From an optimization exercise on the open Yosys and OpenROAD flow, aimed at small area, a short achievable clock period and few clock cycles per item; shortcuts taken in it are not production practice.
Function was checked by simulation only, so behaviour that the tests miss may differ from the original.

===== flow/design.v =====
package me_pkg;
	localparam int NUM_CAND        = 16;
	localparam int BLOCK_PIXELS    = 256;
	localparam int BEATS_PER_BLOCK = BLOCK_PIXELS + NUM_CAND - 1;
	localparam int IN_CREDITS  = 4;
	localparam int OUT_CREDITS = 2;
	localparam int IN_PTR_W = (IN_CREDITS > 1) ? $clog2(IN_CREDITS) : 1;
	localparam int IN_CNT_W = $clog2(IN_CREDITS + 1);
	localparam int OUT_CNT_W = $clog2(OUT_CREDITS + 1);
	typedef logic [7:0] pixel_t;
	typedef logic [15:0] sad_t;
	typedef logic [3:0] mv_t;
	typedef logic [8:0] beat_t;
	typedef enum logic [1:0] {
		IDLE,
		SCAN,
		SEND
	} match_state_t;
endpackage
`timescale 1ns/1ps
module pixel_feeder (
	input  logic   clk,
	input  logic   arst_n,
	input  logic   in_valid,
	input  me_pkg::pixel_t c_pix,
	input  me_pkg::pixel_t p_pix,
	output logic   in_credit,
	input  logic   busy,
	output logic   step,
	output me_pkg::pixel_t c,
	output logic   c_valid,
	output logic   c_first,
	output me_pkg::pixel_t p,
	output logic   block_done
);
	me_pkg::pixel_t mem_c [me_pkg::IN_CREDITS];
	me_pkg::pixel_t mem_p [me_pkg::IN_CREDITS];
	logic [me_pkg::IN_PTR_W-1:0] wr_ptr;
	logic [me_pkg::IN_PTR_W-1:0] rd_ptr;
	logic [me_pkg::IN_CNT_W-1:0] fill;
	logic                empty;
	logic                pop;
	me_pkg::beat_t               beat;
	logic                last_beat;
	assign empty = (fill == '0);
	assign pop = !empty && !busy;
	assign step      = pop;
	assign in_credit = pop;
	assign c = mem_c[rd_ptr];
	assign p = mem_p[rd_ptr];
	assign last_beat = (beat == me_pkg::beat_t'(me_pkg::BEATS_PER_BLOCK - 1));
	assign c_valid = (beat < me_pkg::beat_t'(me_pkg::BLOCK_PIXELS));
	assign c_first = (beat == '0);
	always_ff @(posedge clk) begin
		if (in_valid) begin
			mem_c[wr_ptr] <= c_pix;
			mem_p[wr_ptr] <= p_pix;
		end
	end
	always_ff @(posedge clk or negedge arst_n) begin
		if (!arst_n) begin
			wr_ptr <= '0;
		end else if (in_valid) begin
			if (wr_ptr == me_pkg::IN_PTR_W'(me_pkg::IN_CREDITS - 1)) begin
				wr_ptr <= '0;
			end else begin
				wr_ptr <= wr_ptr + 1'b1;
			end
		end
	end
	always_ff @(posedge clk or negedge arst_n) begin
		if (!arst_n) begin
			rd_ptr <= '0;
		end else if (pop) begin
			if (rd_ptr == me_pkg::IN_PTR_W'(me_pkg::IN_CREDITS - 1)) begin
				rd_ptr <= '0;
			end else begin
				rd_ptr <= rd_ptr + 1'b1;
			end
		end
	end
	always_ff @(posedge clk or negedge arst_n) begin
		if (!arst_n) begin
			fill <= '0;
		end else begin
			case ({in_valid, pop})
				2'b10:   fill <= fill + 1'b1;
				2'b01:   fill <= fill - 1'b1;
				default: fill <= fill;
			endcase
		end
	end
	always_ff @(posedge clk or negedge arst_n) begin
		if (!arst_n) begin
			beat <= '0;
		end else if (pop) begin
			beat <= last_beat ? '0 : beat + 1'b1;
		end
	end
	always_ff @(posedge clk or negedge arst_n) begin
		if (!arst_n) begin
			block_done <= 1'b0;
		end else begin
			block_done <= pop && last_beat;
		end
	end
endmodule
`timescale 1ns/1ps
module sad_pe (
	input  logic   clk,
	input  logic   arst_n,
	input  logic   step,
	input  me_pkg::pixel_t c_in,
	input  logic   c_valid_in,
	input  logic   c_first_in,
	input  me_pkg::pixel_t p,
	output me_pkg::pixel_t c_out,
	output logic   c_valid_out,
	output logic   c_first_out,
	output me_pkg::sad_t   sad
);
	me_pkg::pixel_t diff;
	logic   acc_en;
	assign diff = (c_in > p) ? (c_in - p) : (p - c_in);
	assign acc_en = step && c_valid_in;
	always_ff @(posedge clk) begin
		if (step) begin
			c_out <= c_in;
		end
	end
	always_ff @(posedge clk or negedge arst_n) begin
		if (!arst_n) begin
			c_valid_out <= 1'b0;
			c_first_out <= 1'b0;
		end else if (step) begin
			c_valid_out <= c_valid_in;
			c_first_out <= c_first_in;
		end
	end
	always_ff @(posedge clk or negedge arst_n) begin
		if (!arst_n) begin
			sad <= '0;
		end else if (acc_en) begin
			if (c_first_in) begin
				sad <= me_pkg::sad_t'(diff);
			end else begin
				sad <= sad + me_pkg::sad_t'(diff);
			end
		end
	end
endmodule
`timescale 1ns/1ps
module best_match (
	input  logic clk,
	input  logic arst_n,
	input  logic block_done,
	input  logic [me_pkg::NUM_CAND-1:0][15:0] sads,
	output logic busy,
	output logic out_valid,
	output me_pkg::mv_t  mv,
	output me_pkg::sad_t sad,
	input  logic out_credit
);
	me_pkg::match_state_t         state;
	me_pkg::mv_t                  idx;
	me_pkg::mv_t                  best_mv;
	me_pkg::sad_t                 best_sad;
	logic [me_pkg::OUT_CNT_W-1:0] credits;
	logic                 send;
	logic                 scan_last;
	assign busy = block_done || (state != me_pkg::IDLE);
	assign send      = (state == me_pkg::SEND) && (credits != '0);
	assign scan_last = (idx == me_pkg::mv_t'(me_pkg::NUM_CAND - 1));
	always_ff @(posedge clk or negedge arst_n) begin
		if (!arst_n) begin
			state <= me_pkg::IDLE;
			idx   <= '0;
		end else begin
			case (state)
				me_pkg::IDLE: begin
					if (block_done) begin
						state <= me_pkg::SCAN;
						idx   <= '0;
					end
				end
				me_pkg::SCAN: begin
					idx <= idx + 1'b1;
					if (scan_last) begin
						state <= me_pkg::SEND;
					end
				end
				me_pkg::SEND: begin
					if (send) begin
						state <= me_pkg::IDLE;
					end
				end
				default: state <= me_pkg::IDLE;
			endcase
		end
	end
	always_ff @(posedge clk) begin
		if (state == me_pkg::SCAN) begin
			if ((idx == '0) || (sads[idx] < best_sad)) begin
				best_sad <= sads[idx];
				best_mv  <= idx;
			end
		end
	end
	always_ff @(posedge clk or negedge arst_n) begin
		if (!arst_n) begin
			credits <= me_pkg::OUT_CNT_W'(me_pkg::OUT_CREDITS);
		end else begin
			credits <= credits + me_pkg::OUT_CNT_W'(out_credit) - me_pkg::OUT_CNT_W'(send);
		end
	end
	always_ff @(posedge clk or negedge arst_n) begin
		if (!arst_n) begin
			out_valid <= 1'b0;
		end else begin
			out_valid <= send;
		end
	end
	always_ff @(posedge clk) begin
		if (send) begin
			mv  <= best_mv;
			sad <= best_sad;
		end
	end
endmodule
`timescale 1ns/1ps
module mv_search_top (
	input  logic   clk,
	input  logic   arst_n,
	input  logic   in_valid,
	input  me_pkg::pixel_t c_pix,
	input  me_pkg::pixel_t p_pix,
	output logic   in_credit,
	output logic   out_valid,
	output me_pkg::mv_t    mv,
	output me_pkg::sad_t   sad,
	input  logic   out_credit
);
	logic   step;
	me_pkg::pixel_t p;
	logic   block_done;
	logic   busy;
	me_pkg::pixel_t            c_chain [me_pkg::NUM_CAND+1];
	logic [me_pkg::NUM_CAND:0] v_chain;
	logic [me_pkg::NUM_CAND:0] f_chain;
	logic [me_pkg::NUM_CAND-1:0][15:0] sads;
	pixel_feeder u_feeder (
		.clk        (clk),
		.arst_n     (arst_n),
		.in_valid   (in_valid),
		.c_pix      (c_pix),
		.p_pix      (p_pix),
		.in_credit  (in_credit),
		.busy       (busy),
		.step       (step),
		.c          (c_chain[0]),
		.c_valid    (v_chain[0]),
		.c_first    (f_chain[0]),
		.p          (p),
		.block_done (block_done)
	);
	for (genvar d = 0; d < me_pkg::NUM_CAND; d++) begin : g_pe
		sad_pe u_pe (
			.clk         (clk),
			.arst_n      (arst_n),
			.step        (step),
			.c_in        (c_chain[d]),
			.c_valid_in  (v_chain[d]),
			.c_first_in  (f_chain[d]),
			.p           (p),
			.c_out       (c_chain[d+1]),
			.c_valid_out (v_chain[d+1]),
			.c_first_out (f_chain[d+1]),
			.sad         (sads[d])
		);
	end
	best_match u_drain (
		.clk        (clk),
		.arst_n     (arst_n),
		.block_done (block_done),
		.sads       (sads),
		.busy       (busy),
		.out_valid  (out_valid),
		.mv         (mv),
		.sad        (sad),
		.out_credit (out_credit)
	);
endmodule

===== flow/run.sh =====
#!/bin/bash
# synth_recipe.tcl (not shown) runs the flow's synth.tcl, then flattens the netlist and writes it again
# the make line also repeats each setting of config.mk as NAME=value (left out here)
make -C /OpenROAD-flow-scripts/flow DESIGN_CONFIG=/design/flow/config.mk WORK_HOME=/design/flow/orfs CLKGATE_MAP_FILE= SYNTH_SCRIPT=/design/flow/synth_recipe.tcl finish

===== flow/config.mk =====
export PLATFORM = sky130hd
export DESIGN_NAME = mv_search_top
export DESIGN_NICKNAME = mv_search_top
export VERILOG_FILES = /design/flow/design.v
export SDC_FILE = /design/flow/constraint.sdc
export NUM_CORES = 4
export LEC_CHECK = 0
export CAP_MARGIN = 20
export CORE_MARGIN = 2
export CORE_UTILIZATION = 40
export SLEW_MARGIN = 20

===== flow/constraint.sdc =====
create_clock -name core_clock -period 5.5 [get_ports {clk}]
set_input_delay 1.1000 -clock core_clock [delete_from_list [all_inputs] [get_ports {clk}]]
set_output_delay 1.1000 -clock core_clock [all_outputs]
set_load 0.01 [all_outputs]

==> impl_metrics.json <==
{
  "status": "timing/DRC/antenna clean",
  "drv_slew": 0,
  "multi_input_area_mm2": 0.0230,
  "first_iter_violations": 2286,
  "rrSetupSlack_ps": 260,
  "period_share": 0.954,
  "cts_made_buffers": 67,
  "place_ws_ps": -11.0,
  "clock-sinks": 536,
  "setup.worst_path.end": "g_pe[13].u_pe.sad[10]",
  "nets": 4500,
  "r2r-end": "g_pe[13].u_pe.sad[10]",
  "skew_ps": 32.3,
  "die_y_um": 318,
  "core_mm2": 0.0981,
  "root_buffer": "clkbuf_16",
  "overflow": 0,
  "cp_max_fo": 32,
  "avgRoutedWirePerCell_um": 20.4,
  "dp.cells": 5229,
  "synthTopCellsByArea": "dfrtp_1 20%, edfxtp_1 17%, ha_1 13%",
  "grt_max_degree": 98,
  "synth_top_area_frac": 0.197,
  "via_per_inst": 5.54,
  "area_growth_pct": 11.2,
  "cts_tree": "built",
  "fin_util": 0.447,
  "yosys_warnings": 5,
  "register_area_mm2": 0.0145,
  "fin_crit_ps": 5240,
  "end_kind": "flip-flop",
  "wirelength_um": 110000,
  "worstHoldPathCells": 0,
  "worstSetupStartpointType": "flip-flop",
  "fmaxAchievable_ghz": 0.191,
  "worst_slew_pin_slew_ps": 976,
  "min_path_type": "reg -> reg",
  "synth_nets": 4468,
  "yosys.area.top_type": "dfrtp_1",
  "finalSetupViolations": 0,
  "required_ps": 6000,
  "ant_nets": 0,
  "grt_usage": 0.217,
  "die_w_um": 318,
  "ys_ff_latch": 536,
  "clkTransAtPathRegs_ps": 70,
  "syn_avg_cell_area_um2": 9.89,
  "async_flop_share": 0.582,
  "grt_pass1_wl_um": 171000,
  "drc": 0,
  "cts_buffer_depth": 3,
  "portBuffers": 41,
  "place_area_mm2": 0.0416,
  "slew_headroom": 0.349,
  "htreeDepth": 3,
  "io_pins": 42,
  "dpl.hpwl_um": 80800,
  "dieArea_mm2": 0.101,
  "rsz0062_at_grt": "false",
  "yosysSeqAreaShare": 0.369,
  "synth_edf_count": 224,
  "drive_gt1_frac": 0.0899,
  "tns_ps": 0,
  "grt_pass1_vias": 28800,
  "globalplace.congestion": 0.887,
  "fillCellCount": 9276,
  "fin_ws_ps": 255,
  "postLayoutCellArea_mm2": 0.0439,
  "cap_violations": 0,
  "crit_arrival_ps": 5750,
  "clock_latency_ps": 630,
  "netlist_area_mm2": 0.0394,
  "antenna_found_initial": 6,
  "initial_core_util": 0.402,
  "critPathKind": "reg -> reg",
  "hold_viol": 0,
  "instances_no_fill": 5360,
  "ys_types": 83,
  "r2r.worst_path.cells": 20,
  "r2r_start": "u_feeder.rd_ptr[0]",
  "rows": 115,
  "detail_route.first_pass.iterations": 5,
  "crit_start": "u_feeder.rd_ptr[0]",
  "vias": 29700,
  "ctsHoldBuffers": 0,
  "whs_ps": 417,
  "syn_inst": 3987,
  "synth_top_flop_cell": "dfrtp_1"
}
-- area by class of cell --
class                      instances  area share
inverter                         377      0.0326
antenna                            1   0.0000570
sequential                       536       0.331
tap                             1287      0.0367
timing repair buffer             108      0.0252
clock buffer                      94      0.0428
clock inverter                    28     0.00639
multi-input combinational       2929       0.525
-- cells in the final DEF, fill, tap and decap left out, drive strengths merged, types with 27 or more instances in the layout --
master         Yosys  layout
a211oi            54      54
a21o             177     177
a21oi            324     324
a31oi             30      30
and3              32      32
buf               46      68
clkbuf            99      94
clkdlybuf4s50      0      40
dfrtp            311     311
edfxtp           224     224
fa                49      49
ha               412     412
inv              376     379
mux2i             75      75
mux4              96      96
nand2            324     324
nand3             68      68
nand4             38      38
nor2             205     205
nor2b             77      77
nor3              84      84
o21ai            265     265
o21bai            39      39
or3               27      27
xnor2            168     168
xor2              77      77
-- sequential cells by signal, indices dropped and copies added, names as in the netlist, 15 cells and up --
register / flops
g_pe.u_pe.c_first_out: 15
g_pe.u_pe.c_out: 120
g_pe.u_pe.c_valid_out: 15
g_pe.u_pe.sad: 256
u_drain.best_sad: 16
u_drain.sad: 16
u_feeder.mem_c: 32
u_feeder.mem_p: 32
-- worst min-delay path by stage --
stage	start	endpoint	slack, ps
3_3_place_gp	u_drain.best_mv[3]	u_drain.mv[3]	400
3_5_place_dp	u_drain.best_mv[1]	u_drain.mv[1]	410
6_report	u_drain.best_mv[2]	u_drain.mv[2]	420
5_1_grt	u_drain.best_mv[2]	u_drain.mv[2]	440
2_1_floorplan	u_drain.best_mv[0]	u_drain.mv[0]	400
4_1_cts	u_drain.best_mv[2]	u_drain.mv[2]	420
-- synthesized netlist by cell type, drive strengths merged (75+ instances only) --
library cell / number
edfxtp: 224
nor3: 84
nor2: 205
nor2b: 77
dfrtp: 311
mux4: 96
mux2i: 75
clkbuf: 99
inv: 376
a21oi: 324
a21o: 177
ha: 412
xnor2: 168
nand2: 324
o21ai: 265
xor2: 77
-- critical path, stage by stage (launching register included) --
cell and delay, ps:
dfrtp_2 480, buf_4 170, mux4_2 390, clkinvlp_4 110, buf_12 200, fa_1 430
a21o_1 170, a21oi_1 190, and3b_1 200, o31a_2 380, mux2i_1 160, xnor2_1 280
ha_1 320, nor2b_1 150, o21a_1 180, o21ai_0 300, a21oi_1 130, o21a_1 210
nor2_1 350, o311ai_0 190, o41ai_1 100
-- layer usage --
metal  up-vias  wire [µm]  GRT usage
met5         -         41          0
met4         6       3740     0.0790
met3       177       5990     0.0336
met2       688      48500      0.335
met1     14400      51400      0.308
li1      14400          -          -
-- what timing repair did --
action	CTS	global route
pin swaps	0	3
setup endpoints to repair	1	115
resized for setup	0	17
setup buffers	3	5
-- kinds of logic (layout without fill, tap and decap cells) --
logic type | after synthesis | count (layout) | share of synthesized area
AO/OA/AOI/OAI | 1094 | 1094 | 0.177
AND/OR/NAND/NOR | 932 | 932 | 0.111
flip-flops | 536 | 536 | 0.369
buffers and inverters | 522 | 607 | 0.0515
adder cells (fa/ha/maj) | 461 | 461 | 0.156
XOR/XNOR | 245 | 245 | 0.0544
multiplexers | 197 | 197 | 0.0814
other | 0 | 1 | 0
Testbench counts, summed over its fixed seeds: cycles 55,504, items 192.

re-timing with driven ports:
Ports are ideal in the flow. The routed layout listed here was re-timed in OpenROAD. Step 1 assumes that a clkbuf_16 drives the clock port and a buf_2 every other input. Step 2, shift: input delay + t, output delay - t, t = (earliest + latest rising clock arrival at the registers) / 2. This alone moves slack from input paths to output paths. Slacks: no drivers / after step 1 / after step 2; pairs: no drivers / after step 1.
t, ns: 0.685
setup WS [ns]: 0.255 / 0.255 / 0.255
worst hold slack (ns): 0.417 / 0.417 / 0.417
worst setup path at the end: register to register
latest minus earliest clock arrival (ns): 0.032 / 0.033
After both steps this run still meets setup and hold. For this run, drivers alone change the setup slack by 0.000 ns; drivers and shift together by 0.000 ns.
